This is an optimization exercise on Yosys and OpenROAD, whose aim is small area and a short achievable clock period, not a production implementation. Function was checked by simulation only, so behaviour that the tests miss may differ from the original. Power figures rest on the tool's default switching activity, not on a simulated workload.

## l0_buffer_top
module l0_buffer_top (
   input  logic                                 clk_pll_200,
   input  logic                                 reset,
   input  logic                                 burst,
   input  logic                                 flush,
   input  logic [2-1:0]             wr_en,
   input  logic [2*32-1:0]  wr_data,
   input  logic [2-1:0]             rd_en,
   output logic [2*32-1:0]  rd_data,
   output logic [2-1:0]             empty,
   output logic [2-1:0]             full,
   output logic [2-1:0]             refill_req,
   output logic                                 ecrst,
   output logic                                 bcrst,
   output logic                                 ready
);
==> module primitive_buffer, before the edit <==
module primitive_buffer (
   input  logic                      clk_pll_200,
   input  logic                      reset,
   input  logic                      soft_reset,
   input  logic                      flush,
   input  logic                      burst,
   input  logic                      wr_en,
   input  l0_buffer_pkg::port_word_t wr_data,
   input  logic                      rd_en,
   output l0_buffer_pkg::port_word_t rd_data,
   output logic                      empty,
   output logic                      full,
   output logic                      refill_req
);
   localparam int MEM_D = 16 - 1;    
   localparam int PTR_W = $clog2(MEM_D);
   localparam int CNT_W = 5;
   l0_buffer_pkg::port_word_t  mem [MEM_D];
   l0_buffer_pkg::port_word_t  head;
   l0_buffer_pkg::port_word_t  mem_q;
   logic [PTR_W-1:0]           wr_ptr;
   logic [PTR_W-1:0]           rd_ptr;
   l0_buffer_pkg::buf_count_t  count;
   logic                       one;      
   logic                       lt4;      
   logic                       clear;
   logic                       wr_ok;
   logic                       rd_ok;
   logic                       mem_wr;
   logic                       mem_rd;
   l0_buffer_pkg::buf_count_t  count_nx;
   assign clear  = reset | soft_reset | flush;
   assign wr_ok  = wr_en & ~full;     
   assign rd_ok  = rd_en & ~empty;    
   assign mem_wr = wr_ok & ~empty & ~(one & rd_en);
   assign mem_rd = rd_en & ~empty & ~one;
   always_comb begin
      case ({wr_ok, rd_ok})
         2'b10:   count_nx = count + CNT_W'(1);
         2'b01:   count_nx = count - CNT_W'(1);
         default: count_nx = count;
      endcase
   end
   for (genvar i = 0; i < MEM_D; i++) begin : g_mem
      always_ff @(posedge clk_pll_200) begin
         if (wr_en & ~full & (wr_ptr == PTR_W'(i))) begin
            mem[i] <= wr_data;
         end
      end
   end
   always_comb begin
      mem_q = '0;
      for (int i = 0; i < MEM_D; i++) begin
         mem_q = mem_q | (mem[i] & {32{rd_ptr == PTR_W'(i)}});
      end
   end
   always_ff @(posedge clk_pll_200) begin
      if (rd_en | empty) begin
         if (empty | one) begin
            head <= wr_data;
         end else begin
            head <= mem_q;
         end
      end
   end
   always_ff @(posedge clk_pll_200) begin
      if (clear) begin
         wr_ptr     <= '0;
         rd_ptr     <= '0;
         count      <= '0;
         empty      <= 1'b1;
         full       <= 1'b0;
         one        <= 1'b0;
         lt4        <= 1'b1;
         refill_req <= 1'b0;
      end else begin
         if (mem_wr) begin
            wr_ptr <= (wr_ptr == PTR_W'(MEM_D - 1)) ? '0 : wr_ptr + PTR_W'(1);
         end
         if (mem_rd) begin
            rd_ptr <= (rd_ptr == PTR_W'(MEM_D - 1)) ? '0 : rd_ptr + PTR_W'(1);
         end
         count      <= count_nx;
         empty      <= (count_nx == '0);
         full       <= (count_nx == CNT_W'(16));
         one        <= (count_nx == CNT_W'(1));
         lt4        <= (count_nx < CNT_W'(4));
         refill_req <= burst & lt4;
      end
   end
   assign rd_data = head;
endmodule
Settings: LEC_CHECK=0, CAP_MARGIN=20, CORE_MARGIN=2, CORE_UTILIZATION=40, SLEW_MARGIN=20; clock period 3.8 ns.
run.sh (not shown) runs the stock make flow with config.mk's settings and CLKGATE_MAP_FILE= SYNTH_SCRIPT=/design/flow/synth_recipe.tcl, a recipe that flattens the netlist after the stock synthesis.
The first run finished clean.
Edit:
--- a/flow/design.v
+++ b/flow/design.v
@@ -76,13 +76,12 @@
 );
    localparam int MEM_D = 16 - 1;    
    localparam int PTR_W = $clog2(MEM_D);
    localparam int CNT_W = 5;
    l0_buffer_pkg::port_word_t  mem [MEM_D];
    l0_buffer_pkg::port_word_t  head;
-   l0_buffer_pkg::port_word_t  mem_q;
    logic [PTR_W-1:0]           wr_ptr;
    logic [PTR_W-1:0]           rd_ptr;
    l0_buffer_pkg::buf_count_t  count;
    logic                       one;      
    logic                       lt4;      
    logic                       clear;
@@ -100,31 +99,23 @@
       case ({wr_ok, rd_ok})
          2'b10:   count_nx = count + CNT_W'(1);
          2'b01:   count_nx = count - CNT_W'(1);
          default: count_nx = count;
       endcase
    end
-   for (genvar i = 0; i < MEM_D; i++) begin : g_mem
-      always_ff @(posedge clk_pll_200) begin
-         if (wr_en & ~full & (wr_ptr == PTR_W'(i))) begin
-            mem[i] <= wr_data;
-         end
-      end
-   end
-   always_comb begin
-      mem_q = '0;
-      for (int i = 0; i < MEM_D; i++) begin
-         mem_q = mem_q | (mem[i] & {32{rd_ptr == PTR_W'(i)}});
+   always_ff @(posedge clk_pll_200) begin
+      if (mem_wr) begin
+         mem[wr_ptr] <= wr_data;
       end
    end
    always_ff @(posedge clk_pll_200) begin
       if (rd_en | empty) begin
          if (empty | one) begin
             head <= wr_data;
          end else begin
-            head <= mem_q;
+            head <= mem[rd_ptr];
          end
       end
    end
    always_ff @(posedge clk_pll_200) begin
       if (clear) begin
          wr_ptr     <= '0;
The changed run finished clean.
Wire length is lower by 30%.
Critical path depth grows by 5.
Power is lower by 0.36%.
Area after synthesis drops by about 0.3%.
Hold slack gets better by 0.027 ns.
Clock power barely changes.

port drivers added, routing unchanged:
In the flow no input, the clock included, has a driving cell. The finished layouts below were timed again as built, in two steps.
Step 1 sets driving cells, clkbuf_16 on the clock port and buf_2 on the other inputs (assumed; they add their load-dependent delay and slew).
Step 2, shift: input delay + t, output delay - t, t = (earliest + latest rising clock arrival at the registers) / 2. This alone moves slack from input paths to output paths.
a / b / c = no drivers / after step 1 / after step 2; a / b = the first two.
| run | t (ns) | setup WS [ns] | hold WS [ns] | slew at the worst register clock pin (ns) | worst slew at a driven data input, ns |
|---|---|---|---|---|---|
| the first run | 0.749 | 0.766 / 0.766 / 0.222 | 0.487 / 0.487 / 0.487 | 0.07 / 0.07 | 0.16 |
| the second run | 0.730 | 0.802 / 0.829 / 0.098 | 0.514 / 0.514 / 0.514 | 0.06 / 0.06 | 0.14 |
After both steps setup and hold are still met in every run listed. The setup slack of the second run, which loses most, moves by +0.027 ns with the drivers and by -0.704 ns with both steps.
